Context: an optimization exercise on an open-source flow, tuned for small area. The choices shown serve that exercise and are no tape-out recipe. Only simulation tests tie the RTL to the original design; equivalence was not proved.

$ cat flow/flow/run.sh
#!/bin/bash
set -euo pipefail
rm -rf scripts_area
cp -r "$FLOW_HOME/scripts" scripts_area
cp flow/abc_area.script scripts_area/abc_area.script
export BUFFER_PORTS_ARGS="-buffer_cell sky130_fd_sc_hd__buf_1"
bash standard.sh ABC_AREA=1 SCRIPTS_DIR="$PWD/scripts_area" > standard.log 2>&1
$ cat flow/flow/abc_area.script
strash
&get -n
&deepsyn -T 60
&put
dch -f
amap
topo
$ cat flow/standard.sh
#!/bin/bash
# synth_recipe.tcl (not shown) runs the flow's synth.tcl, then flattens the netlist and writes it again
# the make line also repeats each setting of config.mk as NAME=value (left out here)
make -C /OpenROAD-flow-scripts/flow DESIGN_CONFIG=/design/flow/config.mk WORK_HOME=/design/flow/orfs CLKGATE_MAP_FILE= SYNTH_SCRIPT=/design/flow/synth_recipe.tcl "${@:-finish}"
$ cat flow/config.mk
export PLATFORM = sky130hd
export DESIGN_NAME = conv_top
export DESIGN_NICKNAME = conv_top
export VERILOG_FILES = /design/flow/design.v
export SDC_FILE = /design/flow/constraint.sdc
export NUM_CORES = 4
export LEC_CHECK = 0
export ABC_AREA = 1
export CAP_MARGIN = 20
export CORE_MARGIN = 2
export CORE_UTILIZATION = 55
export CTS_CLUSTER_DIAMETER = 50
export CTS_CLUSTER_SIZE = 10
export SLEW_MARGIN = 20
$ cat flow/constraint.sdc
create_clock -name core_clock -period 12.5 [get_ports {clk}]
set_input_delay 2.5000 -clock core_clock [delete_from_list [all_inputs] [get_ports {clk}]]
set_output_delay 2.5000 -clock core_clock [all_outputs]
set_load 0.01 [all_outputs]
$ cat flow/design.v
`default_nettype none
package conv_pkg;
    localparam int PIX_W    = 20;    
    localparam int FRAC_W   = 16;
    localparam int ACC_W    = 40;    
    localparam int ADDR_W   = 12;    
    localparam int NUM_TAPS = 9;     
    typedef logic signed [PIX_W-1:0] pix_t;
    function automatic logic [PIX_W-1:0] kernel_w(input logic kernel, input logic [3:0] index);
        logic [PIX_W-1:0] w;
        case ({kernel, index})
            5'h00: w = 20'h0A89E;  5'h01: w = 20'h092D5;  5'h02: w = 20'h06D43;
            5'h03: w = 20'h01004;  5'h04: w = 20'hF8F71;  5'h05: w = 20'hF6E54;
            5'h06: w = 20'hFA6D7;  5'h07: w = 20'hFC834;  5'h08: w = 20'hFAC19;
            5'h10: w = 20'hFDB55;  5'h11: w = 20'h02992;  5'h12: w = 20'hFC994;
            5'h13: w = 20'h050FD;  5'h14: w = 20'h02F20;  5'h15: w = 20'h0202D;
            5'h16: w = 20'h03BD7;  5'h17: w = 20'hFD369;  5'h18: w = 20'h05E68;
            default: w = '0;
        endcase
        kernel_w = w;
    endfunction
    function automatic logic [PIX_W-1:0] kernel_bias(input logic kernel);
        kernel_bias = kernel ? 20'hF7295 : 20'h01310;
    endfunction
    localparam logic [2:0] SEL_NONE  = 3'd0;
    localparam logic [2:0] SEL_L0_K0 = 3'd1;    
    localparam logic [2:0] SEL_L0_K1 = 3'd2;
    localparam logic [2:0] SEL_L1_K0 = 3'd3;    
    localparam logic [2:0] SEL_L1_K1 = 3'd4;
    typedef struct packed {
        pix_t       pixel;    
        logic [3:0] index;    
        logic       valid;
        logic       first;    
        logic       last;     
    } tap_t;
    typedef struct packed {
        pix_t              data;
        logic [ADDR_W-1:0] waddr;
        logic              kernel;
        logic              valid;
    } pool_t;
endpackage
`default_nettype wire
`default_nettype none
module conv_mac
#(
    parameter int          ACCW = 25,
    parameter logic [19:0] BC   = '0      
) (
    input  wire        clk,
    input  wire [19:0] x,
    input  wire        en,       
    input  wire        neg,      
    input  wire        bias,     
    input  wire        clr,      
    input  wire        sh,       
    output logic [19:0] res
);
    logic [ACCW-1:0] acc;
    logic [19:0]     xo;
    logic [ACCW-1:0] a, b, s;
    logic [ACCW:0]   c;
    logic            pos, ngx, one;
    assign pos = en & ~neg;      
    assign ngx = en &  neg;      
    assign one = ~en & neg;      
    assign xo  = (x & {20{pos}}) | (~x & {20{ngx}}) | {20{one}} | (BC & {20{bias}});
    always_comb begin
        for (int i = 0; i < ACCW; i++) begin
            a[i] = acc[i] & ~clr;
            b[i] = (i < 20) ? xo[i] : xo[19];
        end
        c[0] = neg;
        for (int i = 0; i < ACCW; i++) begin
            s[i]   = a[i] ^ b[i] ^ c[i];
            c[i+1] = (a[i] & b[i]) | (c[i] & (a[i] ^ b[i]));
        end
    end
    always_ff @(posedge clk) begin
        acc <= sh ? {s[ACCW-1], s[ACCW-1:1]} : s;
    end
    assign res = acc[19:0];
endmodule
`default_nettype wire
`default_nettype none
module conv_rom_a (
    input  wire [6:0] c,
    output logic [10:0] o
);
  logic new_n19, new_n20, new_n21, new_n22, new_n23, new_n24, new_n25,
    new_n26, new_n27, new_n28, new_n29, new_n30, new_n31, new_n32, new_n33,
    new_n34, new_n35, new_n36, new_n37, new_n38, new_n39, new_n40, new_n41,
    new_n42, new_n43, new_n44, new_n45, new_n46, new_n47, new_n48, new_n49,
    new_n50, new_n51, new_n52, new_n53, new_n54, new_n55, new_n56, new_n57,
    new_n58, new_n59, new_n60, new_n61, new_n62, new_n63, new_n64, new_n65,
    new_n66, new_n67, new_n68, new_n69, new_n70, new_n71, new_n72, new_n73,
    new_n74, new_n75, new_n76, new_n77, new_n78, new_n80, new_n81, new_n82,
    new_n83, new_n84, new_n85, new_n86, new_n87, new_n88, new_n89, new_n90,
    new_n91, new_n92, new_n93, new_n94, new_n95, new_n96, new_n97, new_n99,
    new_n100, new_n101, new_n102, new_n103, new_n104, new_n105, new_n106,
    new_n107, new_n108, new_n109, new_n110, new_n111, new_n112, new_n113,
    new_n114, new_n115, new_n116, new_n117, new_n118, new_n119, new_n120,
    new_n121, new_n122, new_n123, new_n124, new_n125, new_n126, new_n127,
    new_n128, new_n129, new_n130, new_n131, new_n132, new_n133, new_n134,
    new_n135, new_n138, new_n139, new_n140, new_n141, new_n142, new_n143,
    new_n144, new_n145, new_n146, new_n148, new_n149, new_n150, new_n151,
    new_n152, new_n153, new_n154, new_n155, new_n156, new_n157, new_n161,
    new_n162, new_n163, new_n164, new_n165, new_n166;
  assign new_n19 = ~c[5] & ~c[4];
  assign new_n20 = ~c[3] & c[2];
  assign new_n21 = ~new_n19 & new_n20;
  assign new_n22 = ~c[5] & ~c[2];
  assign new_n23 = c[4] & ~c[3];
  assign new_n24 = ~new_n22 & new_n23;
  assign new_n25 = c[3] & new_n19;
  assign new_n26 = c[3] & ~c[2];
  assign new_n27 = ~new_n25 & ~new_n26;
  assign new_n28 = ~new_n24 & new_n27;
  assign new_n29 = c[2] & ~new_n28;
  assign new_n30 = ~new_n21 & ~new_n29;
  assign new_n31 = c[5] & c[4];
  assign new_n32 = c[2] & ~new_n31;
  assign new_n33 = ~c[0] & new_n32;
  assign new_n34 = new_n30 & new_n33;
  assign new_n35 = ~new_n25 & ~new_n31;
  assign new_n36 = c[1] & ~new_n35;
  assign new_n37 = c[2] & new_n36;
  assign new_n38 = ~c[1] & ~c[0];
  assign new_n39 = ~c[5] & new_n38;
  assign new_n40 = ~c[3] & ~c[2];
  assign new_n41 = new_n39 & new_n40;
  assign new_n42 = ~c[6] & ~new_n41;
  assign new_n43 = ~new_n37 & new_n42;
  assign new_n44 = c[5] & ~c[4];
  assign new_n45 = ~c[0] & new_n44;
  assign new_n46 = c[3] & ~c[1];
  assign new_n47 = new_n45 & new_n46;
  assign new_n48 = ~c[2] & new_n44;
  assign new_n49 = ~c[4] & ~new_n48;
  assign new_n50 = c[4] & c[3];
  assign new_n51 = c[1] & c[0];
  assign new_n52 = ~new_n50 & new_n51;
  assign new_n53 = ~new_n49 & new_n52;
  assign new_n54 = ~new_n47 & ~new_n53;
  assign new_n55 = new_n43 & new_n54;
  assign new_n56 = ~new_n34 & new_n55;
  assign new_n57 = c[2] & new_n45;
  assign new_n58 = c[5] & c[2];
  assign new_n59 = ~new_n22 & ~new_n58;
  assign new_n60 = c[4] & c[0];
  assign new_n61 = ~new_n59 & new_n60;
  assign new_n62 = ~new_n57 & ~new_n61;
  assign new_n63 = c[1] & ~c[0];
  assign new_n64 = c[4] & c[2];
  assign new_n65 = new_n63 & new_n64;
  assign new_n66 = ~new_n36 & ~new_n65;
  assign new_n67 = new_n62 & new_n66;
  assign new_n68 = new_n56 & new_n67;
  assign new_n69 = c[5] & ~c[3];
  assign new_n70 = ~c[1] & c[0];
  assign new_n71 = new_n69 & new_n70;
  assign new_n72 = ~new_n39 & ~new_n71;
  assign new_n73 = ~c[2] & ~new_n72;
  assign new_n74 = ~c[5] & c[3];
  assign new_n75 = c[1] & ~new_n69;
  assign new_n76 = ~new_n74 & new_n75;
  assign new_n77 = c[0] & new_n76;
  assign new_n78 = ~new_n73 & ~new_n77;
  assign o[10] = new_n68 & new_n78;
  assign new_n80 = ~c[3] & new_n38;
  assign new_n81 = ~new_n40 & ~new_n80;
  assign new_n82 = new_n19 & ~new_n81;
  assign new_n83 = c[6] & ~new_n82;
  assign new_n84 = ~c[4] & new_n40;
  assign new_n85 = ~c[5] & new_n52;
  assign new_n86 = ~new_n84 & new_n85;
  assign new_n87 = new_n48 & ~new_n51;
  assign new_n88 = ~c[2] & new_n38;
  assign new_n89 = ~new_n71 & ~new_n88;
  assign new_n90 = ~new_n47 & new_n89;
  assign new_n91 = ~new_n87 & new_n90;
  assign new_n92 = ~new_n86 & new_n91;
  assign new_n93 = new_n64 & ~new_n92;
  assign new_n94 = ~c[1] & new_n26;
  assign new_n95 = ~new_n62 & new_n94;
  assign new_n96 = ~new_n93 & ~new_n95;
  assign new_n97 = new_n56 & new_n96;
  assign o[9] = ~new_n83 & ~new_n97;
  assign new_n99 = ~c[0] & ~new_n40;
  assign new_n100 = ~new_n50 & new_n99;
  assign new_n101 = ~new_n32 & new_n100;
  assign new_n102 = new_n92 & ~new_n101;
  assign new_n103 = new_n46 & new_n59;
  assign new_n104 = ~c[4] & new_n26;
  assign new_n105 = ~new_n103 & ~new_n104;
  assign new_n106 = c[0] & ~new_n105;
  assign new_n107 = ~c[3] & ~new_n89;
  assign new_n108 = ~new_n65 & ~new_n76;
  assign new_n109 = ~new_n107 & new_n108;
  assign new_n110 = ~new_n106 & new_n109;
  assign new_n111 = ~c[5] & new_n50;
  assign new_n112 = ~new_n110 & new_n111;
  assign new_n113 = new_n102 & ~new_n112;
  assign new_n114 = new_n84 & new_n113;
  assign new_n115 = c[5] & new_n114;
  assign new_n116 = c[3] & new_n63;
  assign new_n117 = new_n67 & new_n116;
  assign new_n118 = ~new_n21 & ~new_n58;
  assign new_n119 = ~new_n84 & new_n118;
  assign new_n120 = new_n38 & ~new_n119;
  assign new_n121 = c[3] & new_n51;
  assign new_n122 = new_n31 & new_n121;
  assign new_n123 = ~c[6] & ~new_n122;
  assign new_n124 = c[2] & new_n19;
  assign new_n125 = c[0] & new_n124;
  assign new_n126 = new_n50 & new_n58;
  assign new_n127 = ~c[0] & new_n126;
  assign new_n128 = ~new_n125 & ~new_n127;
  assign new_n129 = new_n123 & new_n128;
  assign new_n130 = ~new_n120 & new_n129;
  assign new_n131 = ~new_n117 & new_n130;
  assign new_n132 = ~new_n115 & new_n131;
  assign new_n133 = new_n49 & new_n121;
  assign new_n134 = ~new_n93 & ~new_n133;
  assign new_n135 = new_n132 & new_n134;
  assign o[8] = ~new_n83 & ~new_n135;
  assign o[7] = new_n110 & new_n132;
  assign new_n138 = c[1] & ~new_n30;
  assign new_n139 = new_n28 & new_n70;
  assign new_n140 = new_n31 & new_n63;
  assign new_n141 = ~c[4] & ~new_n69;
  assign new_n142 = new_n88 & new_n141;
  assign new_n143 = ~new_n140 & ~new_n142;
  assign new_n144 = ~new_n53 & new_n143;
  assign new_n145 = ~new_n139 & new_n144;
  assign new_n146 = ~new_n138 & new_n145;
  assign o[6] = ~c[6] & ~new_n146;
  assign new_n148 = ~c[1] & new_n21;
  assign new_n149 = new_n102 & new_n148;
  assign new_n150 = ~new_n26 & new_n39;
  assign new_n151 = c[4] & ~new_n150;
  assign new_n152 = new_n29 & new_n70;
  assign new_n153 = ~c[2] & new_n36;
  assign new_n154 = ~c[4] & ~new_n153;
  assign new_n155 = ~new_n152 & new_n154;
  assign new_n156 = ~new_n151 & ~new_n155;
  assign new_n157 = new_n123 & ~new_n156;
  assign o[5] = ~new_n149 & new_n157;
  assign o[4] = new_n43 & new_n122;
  assign o[3] = ~c[6] & ~new_n113;
  assign new_n161 = new_n45 & new_n138;
  assign new_n162 = new_n80 & new_n124;
  assign new_n163 = ~new_n63 & new_n126;
  assign new_n164 = ~c[6] & ~new_n163;
  assign new_n165 = ~new_n162 & new_n164;
  assign new_n166 = ~new_n161 & new_n165;
  assign o[2] = ~new_n114 & new_n166;
  assign o[1] = new_n68 & new_n126;
  assign o[0] = new_n80 & o[6];
endmodule
`default_nettype wire
`default_nettype none
module conv_rom_b (
    input  wire [6:0] c,
    output logic [7:0] o
);
  logic new_n16, new_n17, new_n18, new_n19, new_n20, new_n21, new_n22,
    new_n23, new_n24, new_n25, new_n26, new_n27, new_n28, new_n29, new_n30,
    new_n31, new_n32, new_n33, new_n34, new_n35, new_n36, new_n37, new_n38,
    new_n39, new_n40, new_n41, new_n42, new_n43, new_n44, new_n45, new_n47,
    new_n48, new_n49, new_n50, new_n51, new_n52, new_n53, new_n54, new_n55,
    new_n56, new_n57, new_n59, new_n60, new_n61, new_n62, new_n63, new_n64,
    new_n65, new_n67, new_n69, new_n71;
  assign new_n16 = c[5] & c[4];
  assign new_n17 = ~c[0] & new_n16;
  assign new_n18 = ~c[5] & ~c[4];
  assign new_n19 = c[2] & ~c[0];
  assign new_n20 = ~new_n18 & new_n19;
  assign new_n21 = ~new_n16 & ~new_n20;
  assign new_n22 = ~new_n17 & ~new_n21;
  assign new_n23 = ~c[3] & new_n22;
  assign new_n24 = c[1] & ~new_n23;
  assign new_n25 = ~c[2] & c[0];
  assign new_n26 = ~new_n19 & ~new_n25;
  assign new_n27 = ~c[5] & c[4];
  assign new_n28 = new_n26 & ~new_n27;
  assign new_n29 = ~new_n26 & new_n27;
  assign new_n30 = ~new_n28 & ~new_n29;
  assign new_n31 = ~c[4] & ~new_n20;
  assign new_n32 = new_n30 & ~new_n31;
  assign new_n33 = c[3] & ~new_n22;
  assign new_n34 = new_n32 & new_n33;
  assign new_n35 = new_n24 & ~new_n34;
  assign new_n36 = ~c[3] & c[0];
  assign new_n37 = ~new_n30 & new_n36;
  assign new_n38 = c[5] & new_n25;
  assign new_n39 = ~c[6] & ~c[5];
  assign new_n40 = ~c[3] & ~new_n39;
  assign new_n41 = new_n19 & ~new_n40;
  assign new_n42 = ~new_n38 & ~new_n41;
  assign new_n43 = ~c[4] & ~new_n42;
  assign new_n44 = ~c[1] & ~new_n43;
  assign new_n45 = ~new_n37 & new_n44;
  assign o[7] = ~new_n35 & ~new_n45;
  assign new_n47 = ~c[1] & new_n32;
  assign new_n48 = ~c[3] & ~new_n47;
  assign new_n49 = ~new_n20 & new_n30;
  assign new_n50 = ~c[1] & ~new_n16;
  assign new_n51 = ~new_n49 & new_n50;
  assign new_n52 = ~c[5] & c[0];
  assign new_n53 = ~new_n16 & ~new_n52;
  assign new_n54 = c[1] & ~new_n53;
  assign new_n55 = new_n30 & new_n54;
  assign new_n56 = c[3] & ~new_n55;
  assign new_n57 = ~new_n51 & new_n56;
  assign o[6] = ~new_n48 & ~new_n57;
  assign new_n59 = c[6] & ~c[3];
  assign new_n60 = new_n18 & new_n59;
  assign new_n61 = ~c[2] & new_n60;
  assign new_n62 = c[1] & ~c[0];
  assign new_n63 = new_n61 & new_n62;
  assign new_n64 = new_n22 & new_n26;
  assign new_n65 = new_n24 & new_n64;
  assign o[1] = ~new_n63 & ~new_n65;
  assign new_n67 = ~c[1] & new_n60;
  assign o[3] = ~new_n26 & new_n67;
  assign new_n69 = new_n61 & ~new_n62;
  assign o[4] = ~o[3] & new_n69;
  assign new_n71 = ~c[2] & new_n67;
  assign o[2] = ~new_n65 & ~new_n71;
  assign o[0] = new_n19 & new_n67;
  assign o[5] = ~o[1];
endmodule
`default_nettype wire
`default_nettype none
module conv_top
#(
    parameter int IMG_BITS = 6    
) (
    input  wire               clk,
    input  wire               rst,
    input  wire               ready,
    input  wire [19:0]        idata,
    input  wire [19:0]        cdata_rd,
    output logic              busy,
    output logic              cwr,
    output logic              crd,
    output logic [11:0]       iaddr,
    output logic [11:0]       caddr_wr,
    output logic [11:0]       caddr_rd,
    output logic [19:0]       cdata_wr,
    output logic [2:0]        csel
);
    localparam int ACCW = 24;
    logic [7-1:0]     cyc;        
    logic [11:0]     pix;        
    logic            flag;       
    logic rm, rp, cm, cp, ng0, nz0, bs0, ng1, nz1, bs1, clr;
    logic sh0, sh1, wr, rd, pw, kb, pb, lc;
    logic [11-1:0] rom_a, ctl;
    logic [8-1:0] rom_b;
    logic [7-1:0] cyc_nx;
    conv_rom_a u_rom_a (.c (cyc_nx), .o (rom_a));
    conv_rom_b u_rom_b (.c (cyc), .o (rom_b));
    assign {rm, rp, cm, cp, ng0, nz0, bs0, ng1, nz1, bs1, clr} = ctl;
    assign {sh0, sh1, wr, rd, pw, kb, pb, lc} = rom_b;
    logic [12:0]     pc;         
    logic [11:0]     pix_inc;
    logic [7:0]   cc;         
    logic [7-1:0] cyc_inc;
    always_comb begin
        pc[0] = lc;
        for (int i = 0; i < 12; i++) begin
            pix_inc[i] = pix[i] ^ pc[i];
            pc[i+1]    = pix[i] & pc[i];
        end
        cc[0] = 1'b1;
        for (int i = 0; i < 7; i++) begin
            cyc_inc[i] = cyc[i] ^ cc[i];
            cc[i+1]    = cyc[i] & cc[i];
        end
    end
    always_ff @(posedge clk or posedge rst) begin
        if (rst)
            busy <= 1'b0;
        else if (busy)
            busy <= !(lc && pc[12]);
        else
            busy <= ready;
    end
    assign cyc_nx = (busy && !lc) ? cyc_inc : '0;
    always_ff @(posedge clk) begin
        cyc <= cyc_nx;
        ctl <= rom_a;
        pix <= busy ? pix_inc : 12'd0;
    end
    logic [5:0] row, col, nrow, ncol;
    logic [6:0] rt, ct;
    logic       pad;
    assign row = {pix[11:7], pix[1]};
    assign col = {pix[6:2],  pix[0]};
    always_comb begin
        rt[0] = rm | rp;
        ct[0] = cm | cp;
        for (int i = 0; i < 6; i++) begin
            nrow[i]  = row[i] ^ rt[i];
            ncol[i]  = col[i] ^ ct[i];
            rt[i+1]  = rt[i] & (row[i] ^ rm);
            ct[i+1]  = ct[i] & (col[i] ^ cm);
        end
    end
    assign pad   = rt[6] | ct[6];    
    assign iaddr = {nrow, ncol};
    logic        en0, en1;
    logic [19:0] res0, res1;
    assign en0 = nz0 & ~pad;
    assign en1 = nz1 & ~pad;
    conv_mac #(.ACCW(ACCW), .BC(20'h02621)) u_mac0 (
        .clk (clk), .x (idata), .en (en0), .neg (ng0), .bias (bs0),
        .clr (clr), .sh (sh0), .res (res0)
    );
    conv_mac #(.ACCW(ACCW), .BC(20'hEE52B)) u_mac1 (
        .clk (clk), .x (idata), .en (en1), .neg (ng1), .bias (bs1),
        .clr (clr), .sh (sh1), .res (res1)
    );
    logic [18:0] val;
    logic [19:0] gc;             
    logic        k0, k1;
    assign k0  = ~kb & ~res0[19];                    
    assign k1  =  kb & ~res1[19];
    assign val = (res0[18:0] & {19{k0}}) | (res1[18:0] & {19{k1}});
    always_comb begin
        gc[0] = 1'b0;
        for (int i = 0; i < 19; i++)
            gc[i+1] = (val[i] & ~cdata_rd[i]) | (gc[i] & (val[i] | ~cdata_rd[i]));
    end
    always_ff @(posedge clk) begin
        if (rd)
            flag <= gc[19] || (pix[1:0] == 2'd0);    
    end
    assign cwr      = busy && (wr || (pw && flag));
    assign crd      = busy && rd;
    assign csel     = {pb & kb, pb ^ kb, ~kb};
    assign caddr_rd = {2'b00, pix[11:7], pix[6:2]};
    assign caddr_wr = pb ? caddr_rd : {pix[11:7], pix[1], pix[6:2], pix[0]};
    assign cdata_wr = {1'b0, val};
endmodule
`default_nettype wire
==> run notes <==
==> registers in the layout (all words and copies together) (netlist names) <==
register / flops
ctl: 11
pix: 12
flag: 1
u_mac0.acc: 24
busy: 1
u_mac1.acc: 24
cyc: 7
==> metal layers <==
layer  routed length (microns)  vias to the layer above  global-route usage (%)
li1                          -                     2745                       -
met1                      6730                     2642                    36.7
met2                      7840                      243                    50.8
met3                      1100                       30                    4.12
met4                       426                        0                    11.5
met5                         0                        -                       0
==> Yosys cell counts (all sizes together) (2+ instances only) <==
| cell type | instances | area (sq um) |
|---|---|---|
| o22a | 16 | 140 |
| o211ai | 4 | 30.0 |
| a31o | 2 | 17.5 |
| a311oi | 3 | 26.3 |
| nand2 | 29 | 109 |
| a221o | 3 | 30.0 |
| buf | 13 | 97.6 |
| o22ai | 90 | 563 |
| o221ai | 3 | 26.3 |
| nor2b | 23 | 144 |
| nand3 | 6 | 30.0 |
| dfxtp | 78 | 1560 |
| or3 | 5 | 31.3 |
| a31oi | 9 | 56.3 |
| clkinv | 136 | 510 |
| o21ai | 31 | 155 |
| nand4 | 5 | 31.3 |
| nor3 | 6 | 30.0 |
| a21oi | 34 | 170 |
| o21bai | 2 | 15.0 |
| a21boi | 2 | 15.0 |
| nor4 | 4 | 25.0 |
| xor2 | 2 | 17.5 |
| nor2 | 82 | 308 |
| a22oi | 2 | 15.0 |
| or2 | 41 | 257 |
| a211oi | 2 | 15.0 |
| nand2b | 7 | 43.8 |
| o21a | 2 | 15.0 |
| ha | 23 | 288 |
| fa | 46 | 921 |
| o221a | 2 | 22.5 |
==> how the worst min path moves through the flow <==
stage | cells after the start | slack [ns] | end | start
final | 1 | 0.55 | busy$_DFF_PP0_ | busy$_DFF_PP0_
after floorplan | 1 | 0.55 | busy$_DFF_PP0_ | busy$_DFF_PP0_
after detailed placement | 1 | 0.54 | busy$_DFF_PP0_ | busy$_DFF_PP0_
after global placement | 1 | 0.52 | busy$_DFF_PP0_ | busy$_DFF_PP0_
after CTS | 1 | 0.56 | busy$_DFF_PP0_ | busy$_DFF_PP0_
after global routing | 1 | 0.60 | busy$_DFF_PP0_ | busy$_DFF_PP0_
==> area by class of cell <==
cell class / count / share of cell area, %
Multi-Input combinational cell: 500 / 55.3
Sequential cell: 80 / 24.3
Inverter: 136 / 7.66
Timing Repair Buffer: 112 / 6.99
Tap cell: 136 / 2.55
Clock buffer: 13 / 2.24
Clock inverter: 3 / 0.977
==> worst register-to-register path, delay by kind of cell, from the launching register on <==
family	cells	cell delay, ns
buf+inv	5	0.50
fa+ha+maj	23	8.77
xor+xnor	1	0.17
flops	1	0.36
simple gates	5	0.71
compound gates	7	1.27
==> per-stage QoR <==
step / cells / setup TNS [ns]
6_report: 980 / 0
5_1_grt: 980 / 0
4_1_cts: 980 / 0
3_5_place_dp: 964 / -0.344
3_3_place_gp: 964 / -0.00835
2_1_floorplan: 729 / 0
==> kinds of logic (layout without fill, tap and decap cells) <==
family,after synthesis,count (layout)
other,1,3
AO/OA/AOI/OAI,212,212
AND/OR/NAND/NOR,213,213
flip-flops,80,80
buffers and inverters,149,264
XOR/XNOR,3,3
adder cells (fa/ha/maj),69,69
==> repair_timing <==
action | CTS | global route
setup endpoints to repair | 0 | 4
endpoints found under the hold margin | 0 | 0
gates resized for setup | 0 | 9
buffers inserted | 0 | 0
hold buffers | 0 | 0
==> flow_metrics.py <==
metrics = {
    "run_status": {
        "status": "complete, no violations",
    },
    "synth": {
        "syn_inst": 727,
        "synth-simple-area-share_pct": 17.9,
        "synth-seq-area-share_pct": 27.6,
        "synth_edf_count": 1,
        "ys_seq_elements": 80,
        "syn_area_sq_um": 5870,
        "synth_compound_area_share_pct": 23.1,
        "synth.avg_cell_area_sq_um": 8.07,
        "synth-xor-area-share_pct": 0.448,
        "async_flop_share_pct": 1.25,
        "synth_top_family_by_area": "compound AO/OA/AOI/OAI gates",
        "synthMuxAreaShare_pct": 0,
        "yosys_warnings": 3,
        "synthAdderAreaFrac_pct": 20.6,
        "synth_ff_type": "dfxtp_1",
        "ys_types": 46,
    },
    "place": {
        "dpl.hpwl_microns": 12000,
        "post_dp_cell_area_sq_um": 6420,
        "dp_worst_setup_slack_ns": -0.226,
        "place.gp.congestion": 0.949,
        "numPortBuffers": 100,
    },
    "critical_path": {
        "path_class": "in2reg",
        "r2r_end": "u_mac0.acc[22]$_DFF_P_",
        "regToRegSetupSlack_ns": 0.57,
        "arrival_ns": 12.38,
        "critPathSlowestCell": "fa_1",
        "path_buf_inv": 4,
        "worstPathRequired_ns": 12.72,
        "cp_common_cell": "fa_1",
        "crit_start": "idata[0]",
        "critPathTopFamily": "adder cells",
        "endpoint": "u_mac0.acc[22]$_DFF_P_",
        "cp_num_cells": 33,
        "r2r_start": "ctl[10]$_DFF_P_",
        "rr_worst_depth": 41,
        "crit_fanout": 3,
        "cp-end-kind": "flip-flop",
        "worstSetupStartpointType": "input pin",
        "slowest_delay_ns": 0.42,
    },
    "drt": {
        "ant_nets": 0,
        "wl_per_cell_microns": 16.4,
        "vias": 5660,
        "drc_errors": 0,
        "drt-initial-drc-count": 319,
        "viasPerCell": 5.78,
        "first_pass_iters": 5,
        "wl_microns": 16100,
    },
    "timing": {
        "max_freq_mhz": 82.2,
        "finalHoldViolCount": 0,
        "final-max-slew-violation-count": 0,
        "rsz0062_at_grt": "no",
        "finalSetupViolCount": 0,
        "fin_crit_sh_pct": 97.3,
        "skew_ns": 0.0144,
        "holdWs_ns": 0.549,
        "max-slew-margin-rel_pct": 54.5,
        "final.min_clock_period_ns": 12.17,
        "tightest_slew_ns": 0.678,
        "setup_slack_ns": 0.335,
    },
    "clocking": {
        "path_clk_slew_ns": 0.08,
        "insertion_delay_ns": 0.36,
        "cts_buffers": 9,
        "clockBufferDepth": 2,
        "cts_tree": "yes",
        "htreeDepth": 3,
        "cts_num_sinks": 80,
        "root_buffer": "clkbuf_8",
    },
    "finish": {
        "nets": 951,
        "antennaDiodeCount": 0,
        "n_fill_cell": 935,
        "area_delta_synth_final_pct": 13.5,
        "final_common_cell": "clkinv_1",
        "final_cell_mix": "clkinv_1, buf_1, o22ai_1, nor2_1, dfxtp_1",
        "multi_input_area_sq_um": 3680,
        "seq_area_sq_um": 1620,
        "layout-drive-gt1-share_pct": 4.15,
        "fin_area_sq_um": 6660,
        "post-route-util_pct": 64.5,
    },
    "die": {
        "start_util_pct": 56.8,
        "core_sq_um": 10300,
        "dieArea_sq_um": 11500,
        "fp-row-count": 37,
        "die_w_microns": 107,
        "pin_count": 105,
        "die_y_microns": 107,
    },
    "global_routing": {
        "grt_pass1_vias": 5608,
        "track_usage_pct": 29.3,
        "overflow": 0,
        "grt_max_degree": 41,
        "antenna_found_initial": 0,
        "grt_pass1_wl_microns": 26500,
    },
    "worst_hold_path": {
        "min_path_type": "reg2reg",
    },
    "run": {
        "maxCapViolations": 0,
    },
}

-- re-timing with driven ports --
Ports are ideal in the flow. The routed layout listed here was re-timed in OpenROAD.
Step 1 sets driving cells, clkbuf_16 on the clock port and buf_2 on the other inputs (assumed; they add their load-dependent delay and slew).
Step 2, shift: input delay + t, output delay - t, t = (earliest + latest rising clock arrival at the registers) / 2. This alone moves slack from input paths to output paths.
Three values: ideal ports, drivers, drivers and shift; two values: the first two.
t, ns: 0.388
setup slack, ns: 0.335 / 0.327 / -0.061
worst hold slack (ns): 0.549 / 0.549 / 0.549
Met with ideal ports but missed after step 2: setup timing in this run. The setup slack of this run moves by -0.008 ns with the drivers and by -0.396 ns with both steps.
